From an optimization exercise on the open Yosys and OpenROAD flow, aimed at small area; shortcuts taken in it are not production practice.
At most, simulation tests tie the RTL to the original design; equivalence was not proved.
For runs 5 and 6, only the layout was checked, not whether the RTL still works.
Power figures rest on the tool's default switching activity, not on a simulated workload.

==> flow/design.v <==
package vector_unit_pkg;
    typedef enum logic [1:0] {
        ESIZE_8  = 2'b00,
        ESIZE_16 = 2'b01
    } esize_t;
    typedef enum logic [3:0] {
        OP_VSRA       = 4'd0,
        OP_RND_VSRA   = 4'd1,
        OP_VSRL       = 4'd2,
        OP_RND_VSRL   = 4'd3,
        OP_VSLL       = 4'd4,
        OP_SAT_VSLL   = 4'd5,
        OP_VSATL_SMPR = 4'd6,
        OP_VSATL_RNDR = 4'd7,
        OP_VADD       = 4'd8,
        OP_VSUB       = 4'd9,
        OP_SAT_VADD   = 4'd10,
        OP_SAT_VSUB   = 4'd11
    } vunit_op_t;
    typedef enum logic [2:0] {
        VSRA, RND_VSRA, VSRL, RND_VSRL, VSLL, SAT_VSLL, VSATL_SMPR, VSATL_RNDR
    } vshift_uops_t;
    typedef enum logic [1:0] {
        VADD, VSUB, SAT_VADD, SAT_VSUB
    } vadd_uops_t;
endpackage : vector_unit_pkg
`timescale 1ns/1ps
module vector_unit_top (
    input  logic                  clk_i,
    input  logic                  rst_n_i,
    input  logic                  wb_cyc_i,
    input  logic                  wb_stb_i,
    input  logic                  wb_we_i,
    input  logic [5-1:0] wb_adr_i,
    input  logic [32-1:0] wb_dat_i,
    input  logic [3:0]            wb_sel_i,
    output logic [32-1:0] wb_dat_o,
    output logic                  wb_ack_o
);
    logic [31:0] opa_q, opb_q, res_q;
    logic [3:0]  op_q;
    logic [1:0]  es_q;
    logic [3:0]  cl_q;
    logic        e8r_q;
    logic        a_vld, b_vld, c_vld, r_vld;
    logic req, a_opa, a_opb, a_ctrl, a_res, a_stat;
    assign req    = wb_cyc_i && wb_stb_i && !wb_ack_o;
    assign a_opa  = (wb_adr_i == 5'h00);
    assign a_opb  = (wb_adr_i == 5'h04);
    assign a_ctrl = (wb_adr_i == 5'h08);
    assign a_res  = (wb_adr_i == 5'h0C);
    assign a_stat = (wb_adr_i == 5'h10);
    logic [31:0] z, res_d;
    logic        run, pass2_q;
    logic        wr_opa, wr_opb, wr_ctrl;
    assign wr_opa  = wb_ack_o && wb_we_i && a_opa;
    assign wr_opb  = wb_ack_o && wb_we_i && a_opb;
    assign wr_ctrl = req && wb_we_i && a_ctrl;
    assign run     = wb_ack_o && wb_we_i && a_ctrl && !(op_q[3] && op_q[2]);
    always_ff @(posedge clk_i or negedge rst_n_i) begin
        if (!rst_n_i) begin
            wb_ack_o    <= 1'b0;
            a_vld       <= 1'b0;
            b_vld       <= 1'b0;
            c_vld       <= 1'b0;
            r_vld       <= 1'b0;
            opb_q[4:0]  <= '0;
        end else begin
            wb_ack_o <= req;
            if (wr_opa)  a_vld <= 1'b1;
            if (wr_opb)  b_vld <= 1'b1;
            if (wr_ctrl) c_vld <= 1'b1;
            if (run)     r_vld <= 1'b1;
            if (wr_opb)  opb_q[4:0] <= wb_dat_i[4:0];
        end
    end
    always_ff @(posedge clk_i) begin
        pass2_q <= run;
    end
    always_ff @(posedge clk_i) begin
        if (wr_opa) opa_q <= wb_dat_i;
        if (wr_opb) opb_q[31:5] <= wb_dat_i[31:5];
        if (wr_ctrl) begin
            op_q <= wb_dat_i[3:0];
            es_q <= wb_dat_i[5:4];
        end
        if (pass2_q) begin
            res_q <= res_d;
            cl_q  <= clamp_b;
            e8r_q <= e8;
        end else if (run) begin
            res_q <= sh & {32{a_vld}};
        end
    end
    logic       sel_a, sel_b, sel_r, sel_c, sel_s;
    logic [3:0] sel_rk, sel_rc, fill_rd, top_rd, top7_rd;
    assign sel_a = a_opa  && a_vld;
    assign sel_b = a_opb  && b_vld;
    assign sel_r = a_res  && r_vld;
    assign sel_c = a_ctrl && c_vld;
    assign sel_s = a_stat && r_vld;
    assign sel_rk  = {4{sel_r}} & ~cl_q;
    assign sel_rc  = {4{sel_r}} & cl_q;
    always_comb begin
        for (int j = 0; j < 4; j++) begin
            logic lmsb;
            if (j % 2 == 1) lmsb = res_q[8*j+7];
            else            lmsb = e8r_q ? res_q[8*j+7] : res_q[8*j+15];
            top_rd[j]  = e8r_q || (j % 2 == 1);
            fill_rd[j] = sel_rc[j] && lmsb;
            top7_rd[j] = sel_rc[j] && (top_rd[j] ? !lmsb : lmsb);
        end
        for (int i = 0; i < 32; i++) begin
            wb_dat_o[i] = (sel_a && opa_q[i]) || (sel_b && opb_q[i]) ||
                          (sel_rk[i/8] && res_q[i]) ||
                          ((i % 8 == 7) ? top7_rd[i/8] : fill_rd[i/8]);
        end
        wb_dat_o[5:0] = wb_dat_o[5:0] | ({6{sel_c}} & {es_q, op_q});
        wb_dat_o[1]   = wb_dat_o[1] | (sel_s && (|cl_q));
    end
    logic e8, is_add, neg, left, sat, rnd, logical, sub, satadd;
    assign e8      = (es_q == 2'b00);
    assign is_add  = op_q[3];
    assign neg     = opb_q[4];
    assign left    = !is_add && ((op_q[2:1] == 2'b10) || ((op_q[2:1] == 2'b11) && !neg));
    assign sat     = !is_add && ((op_q[2:0] == 3'd5) || ((op_q[2:1] == 2'b11) && !neg));
    assign rnd     = !is_add && ((op_q[2:0] == 3'd1) || (op_q[2:0] == 3'd3) ||
                                 ((op_q[2:0] == 3'd7) && neg));
    assign logical = (op_q[2:1] == 2'b01);
    assign sub     = op_q[0];
    assign satadd  = is_add && op_q[1];
    logic [3:0] s_pos, s_neg, k_in, k_d, k_q, k;
    logic       k3, kz, left_in;
    assign s_pos   = opb_q[3:0];
    assign s_neg   = 4'd0 - opb_q[3:0];
    assign left_in = !wb_dat_i[3] && ((wb_dat_i[2:1] == 2'b10) ||
                                      ((wb_dat_i[2:1] == 2'b11) && !neg));
    assign k_in    = wb_dat_i[3] ? 4'd0 : ((left_in ^ neg) ? s_neg : s_pos);
    assign k_d     = {k_in[3] && (wb_dat_i[5:4] != 2'b00), k_in[2:0]};
    always_ff @(posedge clk_i) begin
        k_q <= k_d;
    end
    assign k  = k_q;
    assign k3 = k_q[3];
    assign kz = (k_q == 4'd0);
    logic [7:0] v;
    always_comb begin
        for (int b = 0; b < 8; b++) v[b] = (b + k[2:0] >= 8);
    end
    logic [31:0] y, sh;
    logic [3:0]  lsign;
    always_comb begin
        for (int j = 0; j < 4; j++) begin
            for (int b = 0; b < 8; b++) begin
                y[8*j+b] = opa_q[8*j + ((b + k[2:0]) % 8)];
            end
        end
        for (int j = 0; j < 4; j++) begin
            for (int b = 0; b < 8; b++) begin
                z[8*j+b] = (((v[b] && !e8) ^ k3)) ? y[8*(j^1)+b] : y[8*j+b];
            end
        end
    end
    assign lsign[0] = a_vld && (e8 ? opa_q[7]  : opa_q[15]);
    assign lsign[1] = a_vld && opa_q[15];
    assign lsign[2] = a_vld && (e8 ? opa_q[23] : opa_q[31]);
    assign lsign[3] = a_vld && opa_q[31];
    logic [31:0] x;
    assign x = z;
    logic [15:0] u, keep, fsel, lsel;
    logic [3:0]  fillv, lost_b;
    logic [31:0] lostb;
    assign fillv = lsign & {4{!logical}};
    always_comb begin
        for (int b = 0; b < 8; b++) begin
            u[b]   = v[b] && (e8 || k3);
            u[8+b] = v[b] || k3;
        end
        for (int p = 0; p < 16; p++) begin
            keep[p] = left ? (u[p] || kz) : !u[p];
            fsel[p] = !left && u[p];
            lsel[p] = left && !u[p] && !kz;
        end
        for (int i = 0; i < 32; i++) begin
            sh[i]    = (keep[i%16] && x[i]) || (fsel[i%16] && fillv[i/8]);
            lostb[i] = lsel[i%16] && x[i];
        end
        for (int j = 0; j < 4; j++) lost_b[j] = |lostb[8*j +: 8];
    end
    logic [3:0] lost_l, r_l;
    assign lost_l[0] = e8 ? lost_b[0] : (lost_b[0] || lost_b[1]);
    assign lost_l[1] = e8 ? lost_b[1] : (lost_b[0] || lost_b[1]);
    assign lost_l[2] = e8 ? lost_b[2] : (lost_b[2] || lost_b[3]);
    assign lost_l[3] = e8 ? lost_b[3] : (lost_b[2] || lost_b[3]);
    assign r_l[0] = !kz && (e8 ? x[7] : x[15]);
    assign r_l[1] = !kz && x[15];
    assign r_l[2] = !kz && (e8 ? x[23] : x[31]);
    assign r_l[3] = !kz && x[31];
    logic [3:0] shmsb, satcl;
    assign shmsb[0] = e8 ? sh[7]  : sh[15];
    assign shmsb[1] = sh[15];
    assign shmsb[2] = e8 ? sh[23] : sh[31];
    assign shmsb[3] = sh[31];
    assign satcl    = (lost_l | shmsb) & {4{sat && a_vld}};
    logic [3:0] lost_q, r_q;
    always_ff @(posedge clk_i) begin
        lost_q <= satcl;
        r_q    <= r_l & {4{a_vld && rnd}};
    end
    logic [31:0] bb, sum;
    logic [3:0]  cin;
    logic bgate_q, subx_q;
    always_ff @(posedge clk_i) begin
        bgate_q <= is_add && b_vld;
        subx_q  <= is_add && sub;
    end
    assign bb = (opb_q & {32{bgate_q}}) ^ {32{subx_q}};
    always_comb begin
        for (int j = 0; j < 4; j++) begin
            cin[j] = subx_q || r_q[j];
        end
    end
    logic [7:0] p8 [4], g8 [4];
    logic [3:0] bci, bco;
    always_comb begin
        bci[0] = cin[0];
        bci[1] = e8 ? cin[1] : bco[0];
        bci[2] = cin[2];
        bci[3] = e8 ? cin[3] : bco[2];
    end
    for (genvar j = 0; j < 4; j++) begin : g_byte
        logic [7:0] p, g;
        logic [8:0] c;
        logic g10, p10, g32, p32, g54, p54, g76, p76, g30, p30, g74, p74, g70, p70;
        assign p = res_q[8*j +: 8] ^ bb[8*j +: 8];
        assign g = res_q[8*j +: 8] & bb[8*j +: 8];
        assign g10 = g[1] | (p[1] & g[0]);  assign p10 = p[1] & p[0];
        assign g32 = g[3] | (p[3] & g[2]);  assign p32 = p[3] & p[2];
        assign g54 = g[5] | (p[5] & g[4]);  assign p54 = p[5] & p[4];
        assign g76 = g[7] | (p[7] & g[6]);  assign p76 = p[7] & p[6];
        assign g30 = g32 | (p32 & g10);     assign p30 = p32 & p10;
        assign g74 = g76 | (p76 & g54);     assign p74 = p76 & p54;
        assign g70 = g74 | (p74 & g30);     assign p70 = p74 & p30;
        assign c[0] = bci[j];
        assign c[1] = g[0] | (p[0] & c[0]);
        assign c[2] = g10 | (p10 & c[0]);
        assign c[3] = g[2] | (p[2] & c[2]);
        assign c[4] = g30 | (p30 & c[0]);
        assign c[5] = g[4] | (p[4] & c[4]);
        assign c[6] = g54 | (p54 & c[4]);
        assign c[7] = g[6] | (p[6] & c[6]);
        assign c[8] = g70 | (p70 & c[0]);
        assign sum[8*j +: 8] = p ^ c[7:0];
        assign bco[j] = c[8];
    end
    logic [3:0] amsb, bmsb, smsb, clamp_b, top_b;
    always_comb begin
        for (int j = 0; j < 4; j++) begin
            top_b[j] = e8 || (j % 2 == 1);
            if (j % 2 == 1) begin
                amsb[j] = res_q[8*j+7];
                bmsb[j] = bb[8*j+7];
                smsb[j] = sum[8*j+7];
            end else begin
                amsb[j] = e8 ? res_q[8*j+7]  : res_q[8*j+15];
                bmsb[j] = e8 ? bb[8*j+7]  : bb[8*j+15];
                smsb[j] = e8 ? sum[8*j+7] : sum[8*j+15];
            end
            clamp_b[j] = (satadd && (amsb[j] == bmsb[j]) && (smsb[j] != amsb[j])) ||
                         lost_q[j];
        end
        for (int i = 0; i < 32; i++) begin
            if ((i % 8 == 7) && top_b[i/8] && lost_q[i/8])
                res_d[i] = !lsign[i/8];
            else
                res_d[i] = sum[i];
        end
    end
endmodule
==> flow/flow/run.sh <==
#!/bin/bash
# Layout flow: the standard ORFS flow, with three changes in how the
# layout is made:
#  - synthesis maps the logic with the ABC script in flow/abc.script (the
#    rest of the synthesis script is ORFS's own, unchanged);
#  - the port buffers are sky130_fd_sc_hd__buf_1 cells;
#  - extra make variables from flow/make_args.txt, one per line.
# Each tool's full output goes to a log file in this folder.
set -euo pipefail
HERE=$PWD
FLOWDIR=$HERE/flow

# Synthesis script: the standard flow's, sourcing ORFS's synth.tcl with the ABC script
# swapped for ours
sed "/source \$::env(SCRIPTS_DIR)\/synth_preamble.tcl/a set abc_args [lreplace \$abc_args 1 1 $FLOWDIR/abc.script]" \
    "$FLOW_HOME/scripts/synth.tcl" > "$HERE/synth_own.tcl"
sed "s|source \$::env(SCRIPTS_DIR)/synth.tcl|source $HERE/synth_own.tcl|" \
    "$HERE/synth_recipe.tcl" > "$HERE/synth_recipe_own.tcl"
grep -q "synth_own.tcl" "$HERE/synth_recipe_own.tcl"
grep -q "abc.script" "$HERE/synth_own.tcl"

args=(SYNTH_SCRIPT="$HERE/synth_recipe_own.tcl"
      "BUFFER_PORTS_ARGS=-buffer_cell sky130_fd_sc_hd__buf_1")
if [[ -f "$FLOWDIR/make_args.txt" ]]; then
    while IFS= read -r line; do
        [[ -n "$line" ]] && args+=("$line")
    done < "$FLOWDIR/make_args.txt"
fi
bash "$HERE/standard.sh" "${args[@]}" finish > "$HERE/standard.log" 2>&1
==> flow/flow/abc.script <==
strash
dch -f
amap
topo
stime -c
==> flow/flow/make_args.txt <==
ADDER_MAP_FILE=
==> flow/standard.sh <==
#!/bin/bash
# synth_recipe.tcl (not shown) runs the flow's synth.tcl, then flattens the netlist and writes it again
# the make line also repeats each setting of config.mk as NAME=value (left out here)
make -C /OpenROAD-flow-scripts/flow DESIGN_CONFIG=/design/flow/config.mk WORK_HOME=/design/flow/orfs CLKGATE_MAP_FILE= SYNTH_SCRIPT=/design/flow/synth_recipe.tcl "${@:-finish}"
==> flow/config.mk <==
export PLATFORM = sky130hd
export DESIGN_NAME = vector_unit_top
export DESIGN_NICKNAME = vector_unit_top
export VERILOG_FILES = /design/flow/design.v
export SDC_FILE = /design/flow/constraint.sdc
export NUM_CORES = 4
export LEC_CHECK = 0
export CAP_MARGIN = 20
export CORE_MARGIN = 2
export CORE_UTILIZATION = 50
export CTS_BUF_LIST = sky130_fd_sc_hd__clkbuf_4 sky130_fd_sc_hd__clkbuf_8
export CTS_CLUSTER_DIAMETER = 100
export CTS_CLUSTER_SIZE = 40
export PLACE_DENSITY = 0.7
export SLEW_MARGIN = 20
==> flow/constraint.sdc <==
create_clock -name core_clock -period 5.0 [get_ports {clk_i}]
set_input_delay 1.0000 -clock core_clock [delete_from_list [all_inputs] [get_ports {clk_i}]]
set_output_delay 1.0000 -clock core_clock [all_outputs]
set_load 0.01 [all_outputs]
==> results of run 1 <==
## sequential cells by signal (all words and copies together), names as in the netlist, 2 cells and up
| register | count |
|---|---|
| op_q | 4 |
| k_q | 4 |
| r_q | 4 |
| cl_q | 4 |
| es_q | 2 |
| opb_q | 32 |
| res_q | 32 |
| opa_q | 32 |
| lost_q | 4 |
## final cells by class
type | count | area [sq um]
Tap cell | 220 | 275
Timing Repair Buffer | 103 | 520
Sequential cell | 127 | 3610
Clock inverter | 14 | 146
Inverter | 107 | 402
Multi-Input combinational cell | 783 | 4420
Fill cell | 1555 | 6900
Clock buffer | 18 | 248
## routing by layer
layer / GRT usage, % / vias to the layer above / share of wire, %
met4: 11.8 / 0 / 2.6
met1: 44.5 / 4126 / 44
li1: - / 4201 / -
met3: 4.98 / 44 / 7.1
met5: 0 / - / 0
met2: 52.0 / 410 / 47
## where the power goes
part           total [mW]  switching [mW]  internal (mW)
clock network       0.922           0.500          0.423
registers            1.16         0.00846           1.15
logic               0.578           0.367          0.211
## cell usage after synthesis
library cell	instances	share of area [%]
a2111oi_0	1	0.10
nand3_1	14	0.83
nor2b_1	5	0.37
edfxtp_1	102	36
nand4_1	2	0.15
o21bai_1	2	0.18
nor4_1	5	0.37
a21oi_1	102	6.1
o32ai_1	4	0.42
o221a_1	1	0.13
xnor2_1	7	0.73
or3_1	8	0.59
a221o_1	3	0.36
a31o_1	1	0.10
or4_1	3	0.27
nand2b_1	2	0.15
dfrtp_1	10	3.0
o211ai_1	11	0.98
a221oi_1	4	0.42
nand2_1	75	3.3
a32oi_1	1	0.10
a31oi_1	11	0.82
a211oi_1	9	0.80
o22a_1	86	9.0
dfxtp_1	15	3.6
or2_0	9	0.67
nor2_1	174	7.8
a211o_1	2	0.21
o21ai_0	81	4.8
o2111ai_1	1	0.10
nor3_1	14	0.83
a22oi_1	14	1.2
clkinv_1	107	4.8
o221ai_1	20	2.1
o22ai_1	106	7.9
o21a_1	5	0.45
## stage by stage
stage | util, % | hold WS, ns
after floorplan | - | 0.435
after global placement | 55.8 | 0.444
after detailed placement | 55.8 | 0.460
after CTS | 58.2 | 0.472
after global routing | 58.2 | 0.486
final | 58.2 | 0.468
## critical path, cell delays in order (launching register included)
cell      delay (ns)
dfxtp_1         0.31
clkinv_1        0.05
buf_4           0.28
nor2_1          0.11
nor2_1          0.10
a21oi_1         0.06
nand2_1         0.11
o21ai_0         0.11
nor2_1          0.15
clkinv_1        0.10
o221ai_1        0.29
a21oi_1         0.17
nor3_1          0.24
nand3_1         0.12
nand4_1         0.12
o21ai_0         0.20
nor2_1          0.25
a31oi_1         0.19
nor3_1          0.16
nor2_1          0.10
o21a_1          0.21
a21oi_1         0.29
o22ai_1         0.14
a31oi_1         0.18
o21ai_0         0.09
## cell families after synthesis
logic type | count (synthesis)
XOR/XNOR | 7
AND/OR/NAND/NOR | 311
flip-flops | 127
AO/OA/AOI/OAI | 465
buffers and inverters | 107
## worst max-delay path by stage
stage	depth (start not counted)	endpoint
6_report	24	cl_q[2]$_DFFE_PP_
5_1_grt	25	cl_q[2]$_DFFE_PP_
4_1_cts	24	cl_q[2]$_DFFE_PP_
3_5_place_dp	24	cl_q[2]$_DFFE_PP_
3_3_place_gp	24	cl_q[2]$_DFFE_PP_
2_1_floorplan	17	cl_q[0]$_DFFE_PP_
==> qor.yml, run 1 <==
cells_and_area:
  syn2layout_area_growth_pct: 14.4
  layout-drive-gt1-share_pct: 5.64
  final_common_cell: "nor2_1"
  nNetsFinal: 1185
  fin_area_sq_um: 9620
  final_cell_mix: "nor2_1, clkinv_1, o22ai_1, a21oi_1, edfxtp_1"
  n_antenna_cell: 0
  layoutNonFillerInstCount: 1372
worst_setup_path:
  cp-startpoint: "bgate_q$_DFF_P_"
  worstRegToRegCells: 24
  path_max_fanout: 20
  required_ns: 5.22
  r2r_slack_ns: 0.58
  rr_endpoint: "cl_q[2]$_DFFE_PP_"
  crit_type: "reg2reg"
  critPathCaptureType: "register"
  r2r_start: "bgate_q$_DFF_P_"
  cp.arrival_ns: 4.64
  start_kind: "register"
route:
  via_count: 8781
  postRouteAntennaNets: 0
  drcViolationCount: 0
  routed_wl_mm: 28.6
  detail_route.wl_per_cell_um: 20.8
  drt_pre_antenna_iters: 5
  drtIter0Drc: 867
  viasPerCell: 6.40
grt:
  grt_usage_pct: 32.4
  antenna_found_initial: 0
  grt_pass1_wl_mm: 43.7
  grt_max_degree: 36
  grt-ovfl-total: 0
  grt_pass1_vias: 7854
hold_path:
  hp-class: "reg2reg"
  min_from: "wb_ack_o$_DFF_PN0_"
  hold_depth: 1
  holdPathEnd: "wb_ack_o$_DFF_PN0_"
pwr:
  cellPowerDensity_nw_per_um2: 277
  p_leak_nw: 3.10
  p_total_mw: 2.66
  peakVddDrop_mv: 0.208
floorplanning:
  fp.dieArea_sq_um: 17900
  initial_utilization_pct: 50.9
  io_pins: 79
  die_w_um: 134
  die_height_um: 134
  rows: 47
  core-area_sq_um: 16500
place:
  dp_slack_ns: 0.683
  gp_congestion: 1.03
  place_inst: 1340
  placed_area_sq_um: 9230
  hpwl_mm: 21.5
  io_buffers: 74
yosys:
  syn_area_sq_um: 8420
  synth-xor-area-share_pct: 0.729
  ys_types: 36
  yosys.area_share.adder_pct: 0
  synth-seq-area-share_pct: 42.9
  synth_mux_area_share_pct: 0
  synth-simple-area-share_pct: 15.3
  synth.ff_latch_count: 127
  synth_compound_area_share_pct: 36.2
  avgSynthCellArea_sq_um: 8.27
  syn-num-nets: 1063
  syn-instance-count: 1017
  yosysWarningCount: 1
  synth_top_family_by_area: "compound AO/OA/AOI/OAI gates"
status:
  status: "no timing/DRC/antenna violations"
clock_network:
  cts_tree: "built"
  ctsResizeCount: 0
  cts_hold_buffers: 0
  postCtsSetupRepairBufs: 0
  cts_sinks: 127
  htreeDepth: 4
  clk-insertion-delay-late_ns: 0.48
  cts_buffers: 17
  cts_root_buffer: "clkbuf_8"
  clk_path_buf_depth: 2
  clkTransAtPathRegs_ns: 0.09
timing:
  tns_ns: 0
  worst_pin_slew_ns: 1.02
  hold_viol_final: 0
  fin_crit_sh_pct: 88.4
  min_period_ns: 4.42
  worst_slack_ns: 0.579
  finalSetupViolCount: 0
  maxSlewViolCount: 0
  rsz0062_at_grt: "false"
  fmax_mhz: 226
  skew_ns: 0.0192
  maxSlewHeadroom_pct: 31.6
job:
  maxCapViolCount: 0
==> run 2, diff against run 1 <==
--- a/flow/config.mk
+++ b/flow/config.mk
@@ -6,5 +6,5 @@
 export NUM_CORES = 4
 export LEC_CHECK = 0
-export CAP_MARGIN = 20
+export CAP_MARGIN = 0
 export CORE_MARGIN = 2
 export CORE_UTILIZATION = 50
@@ -13,3 +13,3 @@
 export CTS_CLUSTER_SIZE = 40
 export PLACE_DENSITY = 0.7
-export SLEW_MARGIN = 20
+export SLEW_MARGIN = 0
==> run 2 against run 1 <==
Still clean on timing, DRC and antenna. Non-clock buffer count unchanged. Hold slack gained 0.00076 ns. Register-to-register slack is essentially flat. Final cell count unchanged. Die area unchanged. Critical path depth did not move. Wire length about the same. Utilization about the same. Flip-flop and latch count stayed put. Critical path type unchanged. Largest power group unchanged.
==> qor.yml, run 2 <==
worst_setup_path:
  r2r_slack_ns: 0.57  # was 0.58 ns
  cp-startpoint: "bgate_q$_DFF_P_"  # unchanged
  path_depth: 24  # unchanged
  max_stage_delay_ns: 0.31  # about the same
  required_ns: 5.23  # was 5.22 ns
  critPathCaptureType: "register"  # unchanged
  critPathSlowestCell: "dfxtp_1"  # unchanged
  cp_num_buf_inv: 3  # unchanged
  cp.arrival_ns: 4.66  # was 4.64 ns
  start_kind: "register"  # unchanged
  endpoint: "cl_q[2]$_DFFE_PP_"  # unchanged
  rr_endpoint: "cl_q[2]$_DFFE_PP_"  # unchanged
  cp_top_family: "compound AO/OA/AOI/OAI gates"  # unchanged
  crit_type: "reg2reg"  # unchanged
  cp_common_cell: "nor2_1"  # unchanged
  crit_chain: "clkinv_1 -> buf_4 -> nor2_1 -> nor2_1 -> a21oi_1 -> nand2_1 -> o21ai_0 -> nor2_1 -> clkinv_1 -> o221ai_1 -> a21oi_1 -> nor3_1 -> nand3_1 -> nand4_1 -> o21ai_0 -> nor2_1 -> a31oi_1 -> nor3_1 -> nor2_1 -> o21a_1 -> a21oi_1 -> o22ai_1 -> a31oi_1 -> o21ai_0"  # unchanged
  worstRegToRegCells: 24  # unchanged
  path_max_fanout: 20  # unchanged
  r2r_start: "bgate_q$_DFF_P_"  # unchanged
yosys:
  yosysWarningCount: 1  # unchanged
  syn-instance-count: 1017  # unchanged
  synth-main-ff-cell: "edfxtp_1"  # unchanged
  synth_top_area_share_pct: 36.4  # unchanged
  synth-simple-area-share_pct: 15.3  # unchanged
  yosys.area_share.adder_pct: 0  # unchanged
  synth_top_area_cell: "edfxtp_1"  # unchanged
  synth.ff_latch_count: 127  # unchanged
  synth-xor-area-share_pct: 0.729  # unchanged
  synth_area_leaders: "edfxtp_1, o22a_1, o22ai_1, nor2_1, a21oi_1"  # unchanged
  synth_top_family_by_area: "compound AO/OA/AOI/OAI gates"  # unchanged
  synth_most_common_cell: "nor2_1"  # unchanged
  synth-seq-area-share_pct: 42.9  # unchanged
  syn-num-nets: 1063  # unchanged
  avgSynthCellArea_sq_um: 8.27  # unchanged
  syn_area_sq_um: 8420  # unchanged
  async_flop_share_pct: 7.87  # unchanged
  ys_types: 36  # unchanged
  synth-edff-count: 102  # unchanged
  synth_mux_area_share_pct: 0  # unchanged
  synth_common_cells: "nor2_1, clkinv_1, o22ai_1, a21oi_1, edfxtp_1"  # unchanged
  synth_compound_area_share_pct: 36.2  # unchanged
clock_network:
  cts_root_buffer: "clkbuf_8"  # unchanged
  postCtsSetupRepairBufs: 0  # unchanged
  cts_buffers: 17  # unchanged
  cts_sinks: 127  # unchanged
  cts_hold_buffers: 0  # unchanged
  clk_path_buf_depth: 2  # unchanged
  clk-insertion-delay-late_ns: 0.48  # about the same
  clkTransAtPathRegs_ns: 0.10  # was 0.09 ns
  cts_tree: "built"  # unchanged
  htreeDepth: 4  # unchanged
  ctsResizeCount: 0  # unchanged
timing:
  rsz0062_at_grt: "false"  # unchanged
  finalSetupViolCount: 0  # unchanged
  maxSlewHeadroom_pct: 16.2  # was 31.6%
  min_period_ns: 4.43  # was 4.42 ns
  tns_ns: 0  # unchanged
  hold_viol_final: 0  # unchanged
  fmax_mhz: 226  # about the same
  maxSlewViolCount: 0  # unchanged
  fin_crit_sh_pct: 88.6  # was 88.4%
  worst_pin_slew_ns: 1.25  # was 1.02 ns
  skew_ns: 0.0170  # was 0.0192 ns
place:
  gp_congestion: 1.03  # unchanged
  hpwl_mm: 21.5  # unchanged
  placed_area_sq_um: 9230  # unchanged
  io_buffers: 74  # unchanged
grt:
  grt_pass1_wl_mm: 43.7  # unchanged
  grt_pass1_vias: 7854  # unchanged
  antenna_found_initial: 0  # unchanged
  grt-ovfl-total: 0  # unchanged
  grt_max_degree: 36  # unchanged
  grt_usage_pct: 32.4  # unchanged
route:
  routed_wl_mm: 28.6  # about the same
  viasPerCell: 6.36  # was 6.40
  drt_pre_antenna_iters: 5  # unchanged
  detail_route.wl_per_cell_um: 20.8  # about the same
  via_count: 8724  # was 8781
  postRouteAntennaNets: 0  # unchanged
  drcViolationCount: 0  # unchanged
  drtIter0Drc: 930  # was 867
floorplanning:
  die_w_um: 134  # unchanged
  rows: 47  # unchanged
  io_pins: 79  # unchanged
  fp.dieArea_sq_um: 17900  # unchanged
  die_height_um: 134  # unchanged
  initial_utilization_pct: 50.9  # unchanged
  core-area_sq_um: 16500  # unchanged
cells_and_area:
  layout-drive-gt1-share_pct: 5.56  # was 5.64%
  n_antenna_cell: 0  # unchanged
  fin_area_sq_um: 9620  # about the same
  fillers: 1556  # was 1555
  final_cell_mix: "nor2_1, clkinv_1, o22ai_1, a21oi_1, edfxtp_1"  # unchanged
  syn2layout_area_growth_pct: 14.3  # was 14.4%
  nNetsFinal: 1185  # unchanged
  top_regs: "opa_q: 32 flops, opb_q: 32 flops, res_q: 32 flops"  # unchanged
  final_common_cell: "nor2_1"  # unchanged
pwr:
  p_comb_share_pct: 21.7  # about the same
  clockPowerShare_pct: 34.6  # was 34.7%
  switchingPower_uw: 870  # was 875 uW
  p_leak_nw: 3.10  # about the same
  power_frac_seq_pct: 43.7  # was 43.6%
  swShare_pct: 32.7  # was 32.9%
  p_int_mw: 1.79  # about the same
  cellPowerDensity_nw_per_um2: 276  # was 277 nW/um^2
  peakVddDrop_mv: 0.208  # about the same
hold_path:
  hp-class: "reg2reg"  # unchanged
job:
  maxCapViolCount: 0  # unchanged
status:
  status: "no timing/DRC/antenna violations"  # unchanged
## run 2: cell count changes in the layout (fill, tap and decap cells not counted)
cell	before	now
nor3_1	12	13
nor3_2	2	1
## run 2: logic make-up after synthesis
logic type / after synthesis
AOI/OAI and AO/OA: 465
DFF: 127
buffers and inverters: 107
xor gates and xnor gates: 7
and+or+nand+nor: 311
## run 2: power by group through the flow
stage | Sequential, mW | Combinational [mW] | Clock [mW]
floorplan | 1.19 | 0.376 | 0
global placement | 1.18 | 0.560 | 0
detailed placement | 1.18 | 0.561 | 0
CTS | 1.16 | 0.564 | 0.924
global route | 1.16 | 0.623 | 0.961
finish | 1.16 | 0.577 | 0.918
## run 2: worst min path at each step
stage                     slack [ns]            endpoint  depth (start not counted)               start
final                           0.47  wb_ack_o$_DFF_PN0_                          1  wb_ack_o$_DFF_PN0_
after global routing            0.49  wb_ack_o$_DFF_PN0_                          1  wb_ack_o$_DFF_PN0_
after CTS                       0.47  wb_ack_o$_DFF_PN0_                          1  wb_ack_o$_DFF_PN0_
after detailed placement        0.46  wb_ack_o$_DFF_PN0_                          1  wb_ack_o$_DFF_PN0_
after global placement          0.44  wb_ack_o$_DFF_PN0_                          1  wb_ack_o$_DFF_PN0_
after floorplan                 0.44   c_vld$_DFFE_PN0P_                          1   c_vld$_DFFE_PN0P_
## run 2: per-layer routing
metal	routed length, um	GRT usage [%]	up-vias
met2	13300	52.0	372
met3	1960	4.98	50
met5	0	0	-
met1	12500	44.5	4081
met4	792	11.8	0
li1	-	-	4221
## run 2: stage by stage
stage	total power [mW]	utilization [%]	cells	setup slack, ns	hold WS [ns]
after detailed placement	1.75	55.8	1340	0.683	0.460
after global placement	1.74	55.8	1340	0.776	0.444
final	2.66	58.2	1372	0.568	0.468
after floorplan	1.57	-	1017	0.399	0.435
after global routing	2.75	58.2	1372	0.0223	0.486
after CTS	2.65	58.2	1372	0.641	0.472
## run 2: final cells by class
| class | instances | area (sq um) | share of cell area [%] |
|---|---|---|---|
| clock buffers | 18 | 248 | 2.58 |
| inverters | 107 | 402 | 4.18 |
| well taps | 220 | 275 | 2.86 |
| flip-flops and latches | 127 | 3610 | 37.6 |
| multi-input cells | 783 | 4410 | 45.9 |
| repair buffers | 103 | 520 | 5.41 |
| clock inverters | 14 | 146 | 1.52 |
==> run 3, diff against run 2 <==
==> flow/flow/make_args.txt (replaced) <==
ADDER_MAP_FILE=
CTS_ARGS=-sink_clustering_enable -repair_clock_nets -sink_clustering_size 40 -sink_clustering_max_diameter 100 -buf_list {sky130_fd_sc_hd__clkbuf_4 sky130_fd_sc_hd__clkbuf_8} -dont_use_dummy_load
--- a/flow/config.mk
+++ b/flow/config.mk
@@ -6,5 +6,5 @@
 export NUM_CORES = 4
 export LEC_CHECK = 0
-export CAP_MARGIN = 0
+export CAP_MARGIN = 20
 export CORE_MARGIN = 2
 export CORE_UTILIZATION = 50
@@ -13,3 +13,3 @@
 export CTS_CLUSTER_SIZE = 40
 export PLACE_DENSITY = 0.7
-export SLEW_MARGIN = 0
+export SLEW_MARGIN = 20
==> run 3 against run 2 <==
Worst setup slack better by 0.029 ns. Via count decreased by 0.70%. First-iteration DRC count grew 9.6%. Cell area down 1.6%. Register-to-register slack better by 0.03 ns. Clock power shrank 27%. Hold slack worse by 0.00088 ns. Critical path type unchanged. Largest cell class unchanged. Largest power group unchanged.
==> qor.yml, run 3 <==
worst_setup_path:
  max_stage_delay_ns: 0.46  # was 0.31 ns
  cp-startpoint: "subx_q$_DFF_P_"  # was bgate_q$_DFF_P_
  required_ns: 5.19  # was 5.23 ns
  crit_type: "reg2reg"  # unchanged
  r2r_start: "subx_q$_DFF_P_"  # was bgate_q$_DFF_P_
  critPathCaptureType: "register"  # unchanged
  path_max_fanout: 23  # was 20
  cp_num_buf_inv: 2  # was 3
  cp.arrival_ns: 4.60  # was 4.66 ns
  cp_top_family: "compound AO/OA/AOI/OAI gates"  # unchanged
  cp_common_cell: "nor2_1"  # unchanged
  endpoint: "cl_q[2]$_DFFE_PP_"  # unchanged
  critPathSlowestCell: "dfxtp_2"  # was dfxtp_1
  path_depth: 21  # was 24
  crit_chain: "buf_4 -> nor2_1 -> a21oi_1 -> o21ai_0 -> nor2_1 -> clkinv_1 -> o221ai_1 -> a21oi_1 -> nor3_1 -> nand3_1 -> nand4_1 -> o21ai_0 -> nor2_1 -> a31oi_1 -> nor3_1 -> nor2_1 -> o21a_1 -> a21oi_1 -> o22ai_1 -> a31oi_1 -> o21ai_0"  # was clkinv_1 -> buf_4 -> nor2_1 -> nor2_1 -> a21oi_1 -> nand2_1 -> o21ai_0 -> nor2_1 -> clkinv_1 -> o221ai_1 -> a21oi_1 -> nor3_1 -> nand3_1 -> nand4_1 -> o21ai_0 -> nor2_1 -> a31oi_1 -> nor3_1 -> nor2_1 -> o21a_1 -> a21oi_1 -> o22ai_1 -> a31oi_1 -> o21ai_0
  worstRegToRegCells: 21  # was 24
  start_kind: "register"  # unchanged
  rr_endpoint: "cl_q[2]$_DFFE_PP_"  # unchanged
  r2r_slack_ns: 0.60  # was 0.57 ns
cells_and_area:
  layout-drive-gt1-share_pct: 4.40  # was 5.56%
  syn2layout_area_growth_pct: 12.5  # was 14.3%
  final_common_cell: "nor2_1"  # unchanged
  nNetsFinal: 1185  # unchanged
  final_cell_mix: "nor2_1, clkinv_1, o22ai_1, a21oi_1, edfxtp_1"  # unchanged
  fin_area_sq_um: 9460  # was 9620 sq um
  top_regs: "opa_q: 32 flops, opb_q: 32 flops, res_q: 32 flops"  # unchanged
  n_antenna_cell: 0  # unchanged
  final_util_pct: 57.3  # was 58.2%
yosys:
  avgSynthCellArea_sq_um: 8.27  # unchanged
  syn-instance-count: 1017  # unchanged
  synth_top_area_share_pct: 36.4  # unchanged
  synth-seq-area-share_pct: 42.9  # unchanged
  synth_area_leaders: "edfxtp_1, o22a_1, o22ai_1, nor2_1, a21oi_1"  # unchanged
  synth_top_area_cell: "edfxtp_1"  # unchanged
  yosysWarningCount: 1  # unchanged
  syn_area_sq_um: 8420  # unchanged
  synth_most_common_cell: "nor2_1"  # unchanged
  synth-edff-count: 102  # unchanged
  synth.ff_latch_count: 127  # unchanged
  async_flop_share_pct: 7.87  # unchanged
  syn-num-nets: 1063  # unchanged
  synth_common_cells: "nor2_1, clkinv_1, o22ai_1, a21oi_1, edfxtp_1"  # unchanged
  ys_types: 36  # unchanged
  synth-main-ff-cell: "edfxtp_1"  # unchanged
floorplanning:
  die_w_um: 134  # unchanged
  die_height_um: 134  # unchanged
  fp.dieArea_sq_um: 17900  # unchanged
  rows: 47  # unchanged
  initial_utilization_pct: 50.9  # unchanged
  io_pins: 79  # unchanged
  core-area_sq_um: 16500  # unchanged
timing:
  maxSlewViolCount: 0  # unchanged
  skew_ns: 0.0323  # was 0.0170 ns
  finalSetupViolCount: 0  # unchanged
  fmax_mhz: 227  # was 226 MHz
  tns_ns: 0  # unchanged
  min_period_ns: 4.40  # was 4.43 ns
  worst_slack_ns: 0.597  # was 0.568 ns
  worst_pin_slew_ns: 1.03  # was 1.25 ns
  hold_viol_final: 0  # unchanged
  maxSlewHeadroom_pct: 30.8  # was 16.2%
  fin_crit_sh_pct: 88.1  # was 88.6%
  rsz0062_at_grt: "false"  # unchanged
route:
  routed_wl_mm: 28.5  # was 28.6 mm
  postRouteAntennaNets: 0  # unchanged
  viasPerCell: 6.38  # was 6.36
  via_count: 8663  # was 8724
  detail_route.wl_per_cell_um: 21.0  # was 20.8 um
  drt_pre_antenna_iters: 7  # was 5
  drcViolationCount: 0  # unchanged
  drtIter0Drc: 1019  # was 930
pwr:
  p_total_mw: 2.41  # was 2.66 mW
  p_leak_nw: 3.03  # was 3.10 nW
  peakVddDrop_mv: 0.212  # was 0.208 mV
  cellPowerDensity_nw_per_um2: 255  # was 276 nW/um^2
clock_network:
  ctsResizeCount: 0  # unchanged
  cts_tree: "built"  # unchanged
  htreeDepth: 4  # unchanged
  cts_buffers: 17  # unchanged
  cts_hold_buffers: 0  # unchanged
  clkTransAtPathRegs_ns: 0.09  # was 0.10 ns
  postCtsSetupRepairBufs: 0  # unchanged
  clk-insertion-delay-late_ns: 0.48  # about the same
  cts_root_buffer: "clkbuf_8"  # unchanged
  clk_path_buf_depth: 2  # unchanged
  cts_sinks: 127  # unchanged
grt:
  grt_max_degree: 36  # unchanged
  grt-ovfl-total: 0  # unchanged
  grt_pass1_vias: 7768  # was 7854
  grt_usage_pct: 32.3  # was 32.4%
  antenna_found_initial: 0  # unchanged
  grt_pass1_wl_mm: 43.4  # was 43.7 mm
place:
  dp_slack_ns: 0.683  # unchanged
  gp_congestion: 1.03  # unchanged
  io_buffers: 74  # unchanged
  hpwl_mm: 21.5  # unchanged
  placed_area_sq_um: 9230  # unchanged
status:
  status: "no timing/DRC/antenna violations"  # unchanged
hold_path:
  hp-class: "reg2reg"  # unchanged
job:
  maxCapViolCount: 0  # unchanged
## run 3: cell counts after synthesis
Identical to the previous run, type by type.
## run 3: layout make-up
class                           count  area, sq um
Clock buffer                       17          234
Timing Repair Buffer              103          520
Sequential cell                   127         3610
Fill cell                        1575         7060
Tap cell                          220          275
Inverter                          107          402
Multi-Input combinational cell    783         4420
## run 3: cells by family (layout without fill, tap and decap cells)
family	after synthesis	count (layout)	share of synthesized area, %
buffers and inverters	107	227	4.77
DFF	127	127	42.9
and+or+nand+nor	311	311	15.3
AOI/OAI and AO/OA	465	465	36.2
xor gates and xnor gates	7	7	0.729
## run 3: worst min-delay path by stage
stage                                   from                  to  slack, ns  cells after the start
after global placement    wb_ack_o$_DFF_PN0_  wb_ack_o$_DFF_PN0_       0.44                      1
after CTS                 wb_ack_o$_DFF_PN0_  wb_ack_o$_DFF_PN0_       0.47                      1
final                     wb_ack_o$_DFF_PN0_  wb_ack_o$_DFF_PN0_       0.47                      1
after detailed placement  wb_ack_o$_DFF_PN0_  wb_ack_o$_DFF_PN0_       0.46                      1
after global routing      wb_ack_o$_DFF_PN0_  wb_ack_o$_DFF_PN0_       0.49                      1
after floorplan            c_vld$_DFFE_PN0P_   c_vld$_DFFE_PN0P_       0.44                      1
## run 3: where the power goes
group,internal [mW],switching [mW]
logic,0.211,0.367
clock network,0.298,0.373
registers,1.15,0.00865
## run 3: per-stage QoR
stage / cells / hold WS [ns]
floorplan: 1017 / 0.435
global route: 1357 / 0.486
finish: 1357 / 0.467
detailed placement: 1340 / 0.460
global placement: 1340 / 0.444
CTS: 1357 / 0.472
## run 3: worst reg2reg max path: stages (launching register included)
cell	delay, ns
dfxtp_2	0.46
buf_4	0.30
nor2_1	0.08
a21oi_1	0.15
o21ai_0	0.12
nor2_1	0.15
clkinv_1	0.10
o221ai_1	0.29
a21oi_1	0.17
nor3_1	0.24
nand3_1	0.12
nand4_1	0.12
o21ai_0	0.21
nor2_1	0.25
a31oi_1	0.19
nor3_1	0.16
nor2_1	0.10
o21a_1	0.21
a21oi_1	0.28
o22ai_1	0.14
a31oi_1	0.18
o21ai_0	0.08
## run 3: metal layers
| layer | wire length (um) | track usage (%) | vias to the layer above |
|---|---|---|---|
| met3 | 1980 | 6.20 | 35 |
| met4 | 556 | 8.75 | 0 |
| met2 | 13400 | 52.3 | 359 |
| met5 | 0 | 0 | - |
| met1 | 12600 | 44.4 | 4062 |
| li1 | - | - | 4207 |
==> run 4, diff against run 3 <==
==> flow/flow/abc.script (replaced) <==
strash
dch -f
amap -F 3
topo
stime -c
==> run 4 against run 3 <==
Total power rose by 4.0%. Maximum frequency is 3.3% lower. Non-clock buffer count stayed put. Wire length down 7.0%. Sequential power is essentially flat. Largest power group unchanged. Clock skew decreased by 0.0034 ns.
==> qor.yml, run 4 <==
worst_setup_path:
  crit_chain: "buf_4 -> a21oi_1 -> a31oi_1 -> o21ai_0 -> o211ai_1 -> a21oi_1 -> a21oi_1 -> o31ai_1 -> buf_4 -> nor2_1 -> nand3_1 -> o2111ai_1 -> a31oi_1 -> o21ai_0 -> nor2_1 -> a21oi_1 -> a21oi_1 -> nor3_1 -> a31oi_1 -> o21ai_0"  # was buf_4 -> nor2_1 -> a21oi_1 -> o21ai_0 -> nor2_1 -> clkinv_1 -> o221ai_1 -> a21oi_1 -> nor3_1 -> nand3_1 -> nand4_1 -> o21ai_0 -> nor2_1 -> a31oi_1 -> nor3_1 -> nor2_1 -> o21a_1 -> a21oi_1 -> o22ai_1 -> a31oi_1 -> o21ai_0
  critPathCaptureType: "register"  # unchanged
  rr_endpoint: "cl_q[2]$_DFFE_PP_"  # unchanged
  cp_top_family: "compound AO/OA/AOI/OAI gates"  # unchanged
  cp-startpoint: "subx_q$_DFF_P_"  # unchanged
  path_max_fanout: 19  # was 23
  max_stage_delay_ns: 0.56  # was 0.46 ns
  worstRegToRegCells: 20  # was 21
  path_depth: 20  # was 21
  required_ns: 5.27  # was 5.19 ns
  cp_num_buf_inv: 2  # unchanged
  r2r_start: "subx_q$_DFF_P_"  # unchanged
  crit_type: "reg2reg"  # unchanged
  cp_common_cell: "a21oi_1"  # was nor2_1
  critPathSlowestCell: "dfxtp_2"  # unchanged
  r2r_slack_ns: 0.45  # was 0.60 ns
  cp.arrival_ns: 4.82  # was 4.60 ns
  start_kind: "register"  # unchanged
  endpoint: "cl_q[2]$_DFFE_PP_"  # unchanged
yosys:
  synth_most_common_cell: "nor2_1"  # unchanged
  synth-main-ff-cell: "edfxtp_1"  # unchanged
  syn-num-nets: 972  # was 1063
  yosysWarningCount: 1  # unchanged
  avgSynthCellArea_sq_um: 8.80  # was 8.27 sq um
  synth.ff_latch_count: 127  # unchanged
  synth-seq-area-share_pct: 44.3  # was 42.9%
  syn_area_sq_um: 8150  # was 8420 sq um
  syn-instance-count: 926  # was 1017
  async_flop_share_pct: 7.87  # unchanged
  synth-xor-area-share_pct: 1.50  # was 0.729%
  synth_top_family_by_area: "compound AO/OA/AOI/OAI gates"  # unchanged
  yosys.area_share.adder_pct: 0  # unchanged
  synth_mux_area_share_pct: 0  # unchanged
  synth_compound_area_share_pct: 38.8  # was 36.2%
  synth_top_area_share_pct: 37.6  # was 36.4%
  synth_top_area_cell: "edfxtp_1"  # unchanged
  synth-simple-area-share_pct: 12.4  # was 15.3%
  synth-edff-count: 102  # unchanged
  ys_types: 39  # was 36
  synth_common_cells: "nor2_1, o22ai_1, edfxtp_1, nand2_1, o21ai_0"  # was nor2_1, clkinv_1, o22ai_1, a21oi_1, edfxtp_1
  synth_area_leaders: "edfxtp_1, o22a_1, o22ai_1, o21ai_0, nor2_1"  # was edfxtp_1, o22a_1, o22ai_1, nor2_1, a21oi_1
timing:
  maxSlewViolCount: 0  # unchanged
  rsz0062_at_grt: "false"  # unchanged
  finalSetupViolCount: 0  # unchanged
  hold_viol_final: 0  # unchanged
  skew_ns: 0.0289  # was 0.0323 ns
  maxSlewHeadroom_pct: 35.1  # was 30.8%
  hold_slack_ns: 0.463  # was 0.467 ns
  worst_pin_slew_ns: 0.964  # was 1.03 ns
  min_period_ns: 4.55  # was 4.40 ns
  tns_ns: 0  # unchanged
  fin_crit_sh_pct: 91.0  # was 88.1%
  fmax_mhz: 220  # was 227 MHz
place:
  gp_congestion: 0.959  # was 1.03
  hpwl_mm: 19.6  # was 21.5 mm
  placed_area_sq_um: 8940  # was 9230 sq um
  io_buffers: 74  # unchanged
job:
  maxCapViolCount: 0  # unchanged
pwr:
  cellPowerDensity_nw_per_um2: 272  # was 255 nW/um^2
  peakVddDrop_mv: 0.189  # was 0.212 mV
  p_total_mw: 2.51  # was 2.41 mW
  p_leak_nw: 3.04  # was 3.03 nW
status:
  status: "no timing/DRC/antenna violations"  # unchanged
hold_path:
  hp-class: "reg2reg"  # unchanged
grt:
  antenna_found_initial: 0  # unchanged
  grt_usage_pct: 30.5  # was 32.3%
  grt-ovfl-total: 0  # unchanged
  grt_max_degree: 35  # was 36
  grt_pass1_wl_mm: 41.1  # was 43.4 mm
  grt_pass1_vias: 7503  # was 7768
route:
  viasPerCell: 6.55  # was 6.38
  drcViolationCount: 0  # unchanged
  via_count: 8270  # was 8663
  drt_pre_antenna_iters: 6  # was 7
  detail_route.wl_per_cell_um: 21.0  # about the same
  postRouteAntennaNets: 0  # unchanged
  drtIter0Drc: 1016  # was 1019
  routed_wl_mm: 26.5  # was 28.5 mm
cells_and_area:
  final_cell_mix: "o22ai_1, nor2_1, edfxtp_1, nand2_1"  # was nor2_1, clkinv_1, o22ai_1, a21oi_1, edfxtp_1
  top_regs: "opa_q: 32 flops, opb_q: 32 flops, res_q: 32 flops"  # unchanged
  nNetsFinal: 1094  # was 1185
  layout-drive-gt1-share_pct: 5.16  # was 4.40%
  fillers: 1494  # was 1575
  n_antenna_cell: 0  # unchanged
  final_common_cell: "o22ai_1"  # was nor2_1
  fin_area_sq_um: 9230  # was 9460 sq um
  syn2layout_area_growth_pct: 13.3  # was 12.5%
clock_network:
  cts_buffers: 17  # unchanged
  clk-insertion-delay-late_ns: 0.45  # was 0.48 ns
  cts_sinks: 127  # unchanged
  cts_root_buffer: "clkbuf_8"  # unchanged
  cts_hold_buffers: 0  # unchanged
  htreeDepth: 4  # unchanged
  clk_path_buf_depth: 2  # unchanged
  ctsResizeCount: 0  # unchanged
  cts_tree: "built"  # unchanged
  postCtsSetupRepairBufs: 0  # unchanged
  clkTransAtPathRegs_ns: 0.08  # was 0.09 ns
floorplanning:
  io_pins: 79  # unchanged
  rows: 46  # was 47
  initial_utilization_pct: 51.3  # was 50.9%
  die_w_um: 132  # was 134 um
  fp.dieArea_sq_um: 17300  # was 17900 sq um
  core-area_sq_um: 15900  # was 16500 sq um
  die_height_um: 132  # was 134 um
run 4: changes by cell type in the layout (fill, tap and decap cells not counted), sizes merged, moves of 19 or more:
| cell | before | now |
|---|---|---|
| nor2 | 174 | 112 |
| clkinv | 107 | 65 |
| o221ai | 20 | 1 |
| a222oi | 0 | 32 |
| a31oi | 11 | 39 |
| a21oi | 102 | 76 |
| nand2 | 75 | 96 |
run 4: metal layers:
layer / vias to the layer above / GRT usage (%) / share of wire, %
met5: - / 0 / 0
met3: 46 / 4.94 / 7.7
met4: 0 / 11.4 / 2.7
li1: 4006 / - / -
met1: 3862 / 41.5 / 43
met2: 356 / 49.2 / 47
run 4: kinds of logic after synthesis:
group	Yosys count
AND/OR/NAND/NOR	249
buffers and inverters	65
XOR/XNOR	14
AO/OA/AOI/OAI	471
flip-flops	127
run 4: layout make-up:
class	count	area [sq um]	area share, %
Tap cell	216	270	2.93
Sequential cell	127	3620	39.2
Timing Repair Buffer	103	548	5.93
Multi-Input combinational cell	734	4320	46.8
Clock buffer	17	234	2.53
Inverter	65	244	2.64
run 4: through the flow:
stage                     utilization, %  setup WS, ns  std cells
after floorplan                        -         0.204        926
after global placement              56.3         0.682       1243
after detailed placement            56.3         0.593       1243
after CTS                           57.8         0.579       1260
after global routing                58.1      0.000105       1262
final                               58.1         0.449       1262
run 4: power by group:
group          total, mW  switching [mW]  internal, mW
clock              0.657           0.359         0.298
sequential          1.18          0.0157          1.17
combinational      0.666           0.409         0.257
total               2.51           0.784          1.72
run 4: worst min-delay path by stage:
stage | start | endpoint | slack, ns | cells after the start
detailed placement | wb_ack_o$_DFF_PN0_ | wb_ack_o$_DFF_PN0_ | 0.45 | 1
finish | wb_ack_o$_DFF_PN0_ | wb_ack_o$_DFF_PN0_ | 0.46 | 1
CTS | wb_ack_o$_DFF_PN0_ | wb_ack_o$_DFF_PN0_ | 0.46 | 1
floorplan | c_vld$_DFFE_PN0P_ | c_vld$_DFFE_PN0P_ | 0.44 | 1
global route | wb_ack_o$_DFF_PN0_ | wb_ack_o$_DFF_PN0_ | 0.49 | 1
global placement | wb_ack_o$_DFF_PN0_ | wb_ack_o$_DFF_PN0_ | 0.44 | 1
run 4: worst reg2reg max path, delay by kind of cell (launching register included):
family                 cells  cell delay [ns]
AND/OR/NAND/NOR            4             0.51
buffers and inverters      2             0.48
AO/OA/AOI/OAI             14             2.81
flip-flops                 1             0.56
==> run 5, diff against run 4 <==
--- a/flow/design.v
+++ b/flow/design.v
@@ -203,8 +203,7 @@
     assign shmsb[3] = sh[31];
     assign satcl    = (lost_l | shmsb) & {4{sat && a_vld}};
-    logic [3:0] lost_q, r_q;
-    always_ff @(posedge clk_i) begin
-        lost_q <= satcl;
-        r_q    <= r_l & {4{a_vld && rnd}};
+    logic [3:0] fl_q;
+    always_ff @(posedge clk_i) begin
+        fl_q <= satcl | (r_l & {4{a_vld && rnd}});
     end
     logic [31:0] bb, sum;
@@ -218,5 +217,5 @@
     always_comb begin
         for (int j = 0; j < 4; j++) begin
-            cin[j] = subx_q || r_q[j];
+            cin[j] = subx_q || (rnd && fl_q[j]);
         end
     end
@@ -268,8 +267,8 @@
             end
             clamp_b[j] = (satadd && (amsb[j] == bmsb[j]) && (smsb[j] != amsb[j])) ||
-                         lost_q[j];
+                         (sat && fl_q[j]);
         end
         for (int i = 0; i < 32; i++) begin
-            if ((i % 8 == 7) && top_b[i/8] && lost_q[i/8])
+            if ((i % 8 == 7) && top_b[i/8] && sat && fl_q[i/8])
                 res_d[i] = !lsign[i/8];
             else
==> run 5 against run 4 <==
Hold slack gained 0.0069 ns. Via count grew 3.5%. Total power shrank 2.2%. Sequential share of layout area shrank 0.86 points. Utilization is essentially flat. Critical path depth is the same. Non-clock buffer count grew 6. Synthesized area shrank 0.14%. Register-to-register slack gained 0.12 ns. Largest cell class unchanged. Highest routed layer unchanged.
==> qor.yml, run 5 <==
status:
  status: "no timing/DRC/antenna violations"  # unchanged
timing:
  rsz0062_at_grt: "false"  # unchanged
  hold_slack_ns: 0.470  # was 0.463 ns
  fin_crit_sh_pct: 88.7  # was 91.0%
  maxSlewViolCount: 0  # unchanged
  hold_viol_final: 0  # unchanged
  tns_ns: 0  # unchanged
  min_period_ns: 4.43  # was 4.55 ns
  finalSetupViolCount: 0  # unchanged
  worst_slack_ns: 0.566  # was 0.449 ns
  skew_ns: 0.0300  # was 0.0289 ns
  maxSlewHeadroom_pct: 30.5  # was 35.1%
  fmax_mhz: 226  # was 220 MHz
  worst_pin_slew_ns: 1.04  # was 0.964 ns
worst_setup_path:
  path_max_fanout: 5  # was 19
  cp.arrival_ns: 4.58  # was 4.82 ns
  start_kind: "register"  # unchanged
  required_ns: 5.15  # was 5.27 ns
  crit_type: "reg2reg"  # unchanged
  critPathCaptureType: "register"  # unchanged
pwr:
  p_leak_nw: 3.05  # was 3.04 nW
  cellPowerDensity_nw_per_um2: 266  # was 272 nW/um^2
  power_frac_seq_pct: 47.6  # was 47.2%
  p_comb_share_pct: 26.3  # was 26.6%
  p_total_mw: 2.45  # was 2.51 mW
  clockPowerShare_pct: 26.1  # was 26.2%
  peakVddDrop_mv: 0.199  # was 0.189 mV
  switchingPower_uw: 769  # was 784 uW
  p_int_mw: 1.68  # was 1.72 mW
  swShare_pct: 31.3  # was 31.2%
yosys:
  synth.ff_latch_count: 123  # was 127
  synth-seq-area-share_pct: 43.4  # was 44.3%
  synth_top_area_cell: "edfxtp_1"  # unchanged
  synth-edff-count: 102  # unchanged
  yosysWarningCount: 1  # unchanged
  synth_most_common_cell: "nor2_1"  # unchanged
  synth_common_cells: "nor2_1, o22ai_1, edfxtp_1, o21ai_0, nand2_1"  # was nor2_1, o22ai_1, edfxtp_1, nand2_1, o21ai_0
  synth_top_area_share_pct: 37.6  # about the same
  syn_area_sq_um: 8140  # was 8150 sq um
  syn-num-nets: 985  # was 972
  ys_types: 34  # was 39
  avgSynthCellArea_sq_um: 8.67  # was 8.80 sq um
  synth-main-ff-cell: "edfxtp_1"  # unchanged
  synth_area_leaders: "edfxtp_1, o22a_1, o22ai_1, o21ai_0, nor2_1"  # unchanged
  syn-instance-count: 939  # was 926
  async_flop_share_pct: 8.13  # was 7.87%
place:
  gp_congestion: 1.06  # was 0.959
  hpwl_mm: 20.8  # was 19.6 mm
  dp_slack_ns: 0.687  # was 0.593 ns
  io_buffers: 74  # unchanged
  placed_area_sq_um: 8960  # was 8940 sq um
clock_network:
  cts_buffers: 17  # unchanged
  htreeDepth: 4  # unchanged
  clkTransAtPathRegs_ns: 0.08  # about the same
  cts_root_buffer: "clkbuf_8"  # unchanged
  clk_path_buf_depth: 2  # unchanged
  cts_hold_buffers: 0  # unchanged
  ctsResizeCount: 0  # unchanged
  clk-insertion-delay-late_ns: 0.45  # about the same
  cts_tree: "built"  # unchanged
  cts_sinks: 123  # was 127
  postCtsSetupRepairBufs: 0  # unchanged
job:
  maxCapViolCount: 0  # unchanged
cells_and_area:
  final_common_cell: "nor2_1"  # was o22ai_1
  layout-drive-gt1-share_pct: 5.63  # was 5.16%
  fin_area_sq_um: 9230  # about the same
  syn2layout_area_growth_pct: 13.4  # was 13.3%
  top_regs: "opa_q: 32 flops, opb_q: 32 flops, res_q: 32 flops"  # unchanged
  n_antenna_cell: 0  # unchanged
  final_cell_mix: "nor2_1, o22ai_1, edfxtp_1, o21ai_0, nand2_1"  # was o22ai_1, nor2_1, edfxtp_1, nand2_1
  nNetsFinal: 1113  # was 1094
route:
  postRouteAntennaNets: 0  # unchanged
  drtIter0Drc: 1080  # was 1016
  routed_wl_mm: 27.9  # was 26.5 mm
  drt_pre_antenna_iters: 8  # was 6
  detail_route.wl_per_cell_um: 21.8  # was 21.0 um
  viasPerCell: 6.68  # was 6.55
  drcViolationCount: 0  # unchanged
  via_count: 8561  # was 8270
floorplanning:
  rows: 46  # unchanged
  fp.dieArea_sq_um: 17300  # about the same
  io_pins: 79  # unchanged
  die_w_um: 132  # about the same
  core-area_sq_um: 15900  # unchanged
  initial_utilization_pct: 51.2  # was 51.3%
  die_height_um: 132  # about the same
grt:
  grt-ovfl-total: 0  # unchanged
  antenna_found_initial: 0  # unchanged
  grt_max_degree: 36  # was 35
  grt_pass1_vias: 7696  # was 7503
  grt_pass1_wl_mm: 42.8  # was 41.1 mm
  grt_usage_pct: 32.1  # was 30.5%
hold_path:
  hp-class: "reg2reg"  # unchanged
==> run 5: layout make-up <==
class | count | area [sq um]
well taps | 216 | 270
multi-input cells | 748 | 4380
inverters | 68 | 255
fillers | 1528 | 6650
flip-flops and latches | 123 | 3540
clock buffers | 17 | 234
repair buffers | 109 | 558
==> run 5: power by group through the flow <==
stage | Clock (mW) | Combinational [mW] | Sequential, mW
global placement | 0 | 0.620 | 1.19
floorplan | 0 | 0.440 | 1.18
global route | 0.686 | 0.696 | 1.17
finish | 0.640 | 0.646 | 1.17
detailed placement | 0 | 0.624 | 1.19
CTS | 0.653 | 0.627 | 1.16
==> run 5: worst paths after layout <==
path / start / to / slack, ns / depth (start not counted)
worst max-delay path: op_q[2]$_DFFE_PP_ / cl_q[0]$_DFFE_PP_ / 0.57 / 20
worst min-delay path: wb_ack_o$_DFF_PN0_ / wb_ack_o$_DFF_PN0_ / 0.47 / 1
worst max register to register: op_q[2]$_DFFE_PP_ / cl_q[0]$_DFFE_PP_ / 0.57 / 20
worst min register to register: wb_ack_o$_DFF_PN0_ / wb_ack_o$_DFF_PN0_ / 0.47 / 1
max in group asynchronous: rst_n_i / a_vld$_DFFE_PN0P_ / 4.09 / 1
min in group asynchronous: rst_n_i / b_vld$_DFFE_PN0P_ / 0.51 / 1
==> run 5: logic make-up (layout without fill, tap and decap cells) <==
logic type / Yosys count / count (layout) / synth area share [%]
AO/OA/AOI/OAI: 482 / 482 / 39.4
XOR/XNOR: 10 / 10 / 1.08
buffers and inverters: 68 / 194 / 3.14
flip-flops: 123 / 123 / 43.4
AND/OR/NAND/NOR: 256 / 256 / 12.9
==> run 5: stage by stage <==
step	instances	util (%)
final	1281	58.1
after global routing	1281	58.1
after CTS	1279	57.9
after detailed placement	1262	56.4
after global placement	1262	56.4
after floorplan	939	-
==> run 5: critical path: stages (launching register included) <==
cell	delay (ns)
edfxtp_1	0.38
clkinv_1	0.15
nor3_1	0.25
a21oi_1	0.09
nand3_1	0.17
o21ai_0	0.14
nand2_1	0.14
a31oi_1	0.13
a21oi_1	0.30
nor4_1	0.10
o22ai_1	0.57
o41ai_1	0.13
buf_4	0.17
a21oi_1	0.24
o21ai_0	0.15
buf_4	0.17
o21ai_0	0.36
o22a_1	0.21
nor3_1	0.05
a31oi_1	0.14
o22ai_1	0.10
==> run 5: per-layer routing <==
layer  track usage [%]  share of wire, %  vias to the layer above
met5                 0                 0                        -
li1                  -                 -                     4069
met1              44.4                44                     4012
met2              49.2                45                      433
met4              10.5               2.2                        0
met3              8.45               9.1                       47
==> run 6, diff against run 5 <==
--- a/flow/config.mk
+++ b/flow/config.mk
@@ -12,4 +12,5 @@
 export CTS_CLUSTER_DIAMETER = 100
 export CTS_CLUSTER_SIZE = 40
+export GPL_TIMING_DRIVEN = 0
 export PLACE_DENSITY = 0.7
 export SLEW_MARGIN = 20
==> run 6 against run 5 <==
Synthesized area did not move. Clock skew rose by 0.012 ns. Register-to-register slack got worse by 0.22 ns. Utilization rose by 0.15 points. Critical path depth fell by 7. Worst setup slack got worse by 0.22 ns. Flip-flop and latch count did not move. Final cell count fell by 2.0%. Total power barely moved.
==> qor.yml, run 6 <==
floorplanning:
  die_w_um: 132  # unchanged
  rows: 46  # unchanged
  die_height_um: 132  # unchanged
  io_pins: 79  # unchanged
  fp.dieArea_sq_um: 17300  # unchanged
  initial_utilization_pct: 51.2  # unchanged
worst_setup_path:
  cp.arrival_ns: 4.97  # was 4.58 ns
  path_max_fanout: 22  # was 5
  start_kind: "register"  # unchanged
  cp_common_cell: "o22ai_1"
  cp_top_family: "compound AO/OA/AOI/OAI gates"  # unchanged
  cp_num_buf_inv: 3  # unchanged
  critPathCaptureType: "register"  # unchanged
  critPathSlowestCell: "dfxtp_1"  # was o22ai_1
  crit_type: "reg2reg"  # unchanged
pwr:
  peakVddDrop_mv: 0.178  # was 0.199 mV
  cellPowerDensity_nw_per_um2: 265  # was 266 nW/um^2
  p_leak_nw: 2.99  # was 3.05 nW
clock_network:
  clk-insertion-delay-late_ns: 0.46  # was 0.45 ns
  cts_sinks: 123  # unchanged
  postCtsSetupRepairBufs: 0  # unchanged
  htreeDepth: 4  # unchanged
  clk_path_buf_depth: 2  # unchanged
  cts_hold_buffers: 0  # unchanged
  cts_root_buffer: "clkbuf_8"  # unchanged
  clkTransAtPathRegs_ns: 0.09  # was 0.08 ns
yosys:
  ys_types: 34  # unchanged
  synth_area_leaders: "edfxtp_1, o22a_1, o22ai_1, o21ai_0, nor2_1"  # unchanged
  yosys.area_share.adder_pct: 0  # unchanged
  synth-seq-area-share_pct: 43.4  # unchanged
  synth_top_area_cell: "edfxtp_1"  # unchanged
  synth_top_area_share_pct: 37.6  # unchanged
  syn_area_sq_um: 8140  # unchanged
  synth-main-ff-cell: "edfxtp_1"  # unchanged
  synth-simple-area-share_pct: 12.9  # unchanged
  synth-edff-count: 102  # unchanged
  yosysWarningCount: 1  # unchanged
  synth_mux_area_share_pct: 0  # unchanged
route:
  drt_pre_antenna_iters: 6  # was 8
  routed_wl_mm: 28.1  # was 27.9 mm
  postRouteAntennaNets: 0  # unchanged
  drcViolationCount: 0  # unchanged
  viasPerCell: 6.79  # was 6.68
  drtIter0Drc: 1027  # was 1080
  via_count: 8525  # was 8561
cells_and_area:
  n_antenna_cell: 0  # unchanged
  final_common_cell: "nor2_1"  # unchanged
  nNetsFinal: 1088  # was 1113
  syn2layout_area_growth_pct: 13.7  # was 13.4%
  top_regs: "opa_q: 32 flops, opb_q: 32 flops, res_q: 32 flops"  # unchanged
grt:
  grt_usage_pct: 32.1  # about the same
  grt_pass1_wl_mm: 42.8  # about the same
  grt_pass1_vias: 7721  # was 7696
  antenna_found_initial: 0  # unchanged
  grt_max_degree: 66  # was 36
  grt-ovfl-total: 0  # unchanged
hold_path:
  hp-class: "reg2reg"  # unchanged
timing:
  worst_pin_slew_ns: 1.14  # was 1.04 ns
  min_period_ns: 4.65  # was 4.43 ns
  fmax_mhz: 215  # was 226 MHz
  hold_slack_ns: 0.466  # was 0.470 ns
  fin_crit_sh_pct: 93.1  # was 88.7%
  maxSlewHeadroom_pct: 23.3  # was 30.5%
  rsz0062_at_grt: "false"  # unchanged
  maxSlewViolCount: 0  # unchanged
  hold_viol_final: 0  # unchanged
place:
  hpwl_mm: 20.9  # was 20.8 mm
  io_buffers: 74  # unchanged
  gp_congestion: 0.970  # was 1.06
status:
  status: "no timing/DRC/antenna violations"  # unchanged
job:
  maxCapViolCount: 0  # unchanged
==> run 6: logic make-up (layout without fill, tap and decap cells) <==
logic type,count (synthesis),count (layout)
flops,123,123
buf+inv,68,169
xor+xnor,10,10
compound gates,482,482
simple gates,256,256
==> run 6: routing by layer <==
layer  part of all wire, %  track usage [%]  wire length, um
met5                     0                0                0
met4                   3.1             13.3              878
met3                   9.5             7.95             2660
met2                    44             48.6            12400
met1                    43             44.1            12100
==> run 6: area by class of cell <==
| class | instances | area, sq um |
|---|---|---|
| tap | 216 | 270 |
| fill | 1503 | 6630 |
| sequential | 123 | 3540 |
| inverter | 68 | 260 |
| timing repair buffer | 83 | 480 |
| clock buffer | 17 | 234 |
| multi-input combinational | 748 | 4470 |
| timing repair inverter | 1 | 5.00 |
==> run 6: final timing paths <==
check / startpoint / end / slack (ns) / depth (start not counted)
worst min register to register: wb_ack_o$_DFF_PN0_ / wb_ack_o$_DFF_PN0_ / 0.47 / 1
min in group asynchronous: rst_n_i / b_vld$_DFFE_PN0P_ / 0.53 / 1
max in group asynchronous: rst_n_i / opb_q[0]$_DFFE_PN0P_ / 4.03 / 1
worst max-delay path: k_q[1]$_SDFF_PP0_ / fl_q[2]$_DFF_P_ / 0.35 / 13
worst max register to register: k_q[1]$_SDFF_PP0_ / fl_q[2]$_DFF_P_ / 0.35 / 13
worst min-delay path: wb_ack_o$_DFF_PN0_ / wb_ack_o$_DFF_PN0_ / 0.47 / 1
==> run 6: what timing repair did <==
| item | in CTS | in global routing |
|---|---|---|
| endpoints found under the hold margin | 0 | 0 |
| endpoints found under the setup margin | 7 | 10 |
| gates resized for setup | 6 | 10 |
| cloned | 0 | 1 |
==> run 6: per-stage QoR <==
stage	std cells	setup slack [ns]	util (%)	instance area (sq um)
floorplan	939	0.456	-	8140
global placement	1229	-1.50	54.7	8690
detailed placement	1235	-0.455	56.0	8900
CTS	1252	0.0858	57.6	9160
global route	1256	0.0249	58.3	9260
finish	1256	0.347	58.3	9260
==> run 6: worst reg2reg max path, cell delays in order, from the launching register on <==
cell,delay (ns)
dfxtp_1,1.01
clkinvlp_4,0.66
nor2_1,0.37
nor2_1,0.15
buf_4,0.21
clkinv_1,0.26
o22a_1,0.24
o22a_1,0.17
o22ai_1,0.14
o22ai_1,0.34
nand2_1,0.11
nor4_1,0.49
o221a_1,0.29
o22ai_1,0.07
==> run 6: where the power goes <==
| part | internal [mW] | switching, mW | leakage (nW) |
|---|---|---|---|
| clock | 0.297 | 0.346 | 0.122 |
| combinational | 0.246 | 0.393 | 1.75 |
| sequential | 1.14 | 0.0337 | 1.12 |
| total | 1.68 | 0.773 | 2.99 |

-- what the ideal ports hide --
The flow's constraints put no driver on any port. The routed layouts listed below were extracted and timed again, unchanged, in two steps. Step 1 assumes that a clkbuf_16 drives the clock port and a buf_2 every other input. Step 2 adds t to the input delays and takes it off the output delays; t is the mean of the earliest and latest rising clock arrival at the registers after step 1. Input paths then give back, and output paths get back, about the clock's delay inside the block. Three values: no drivers, after step 1, after step 2; two values: the first two.
run | t, ns | slack for setup (ns) | worst slew at a driven data input, ns
run 1 | 0.515 | 0.579 / 0.579 / 0.579 | 0.04
run 2 | 0.518 | 0.568 / 0.568 / 0.568 | 0.04
run 3 | 0.502 | 0.597 / 0.597 / 0.597 | 0.04
run 4 | 0.483 | 0.449 / 0.449 / 0.449 | 0.03
run 5 | 0.475 | 0.566 / 0.566 / 0.566 | 0.03
run 6 | 0.483 | 0.347 / 0.347 / 0.347 | 0.03
After both steps setup and hold are still met in every run listed.
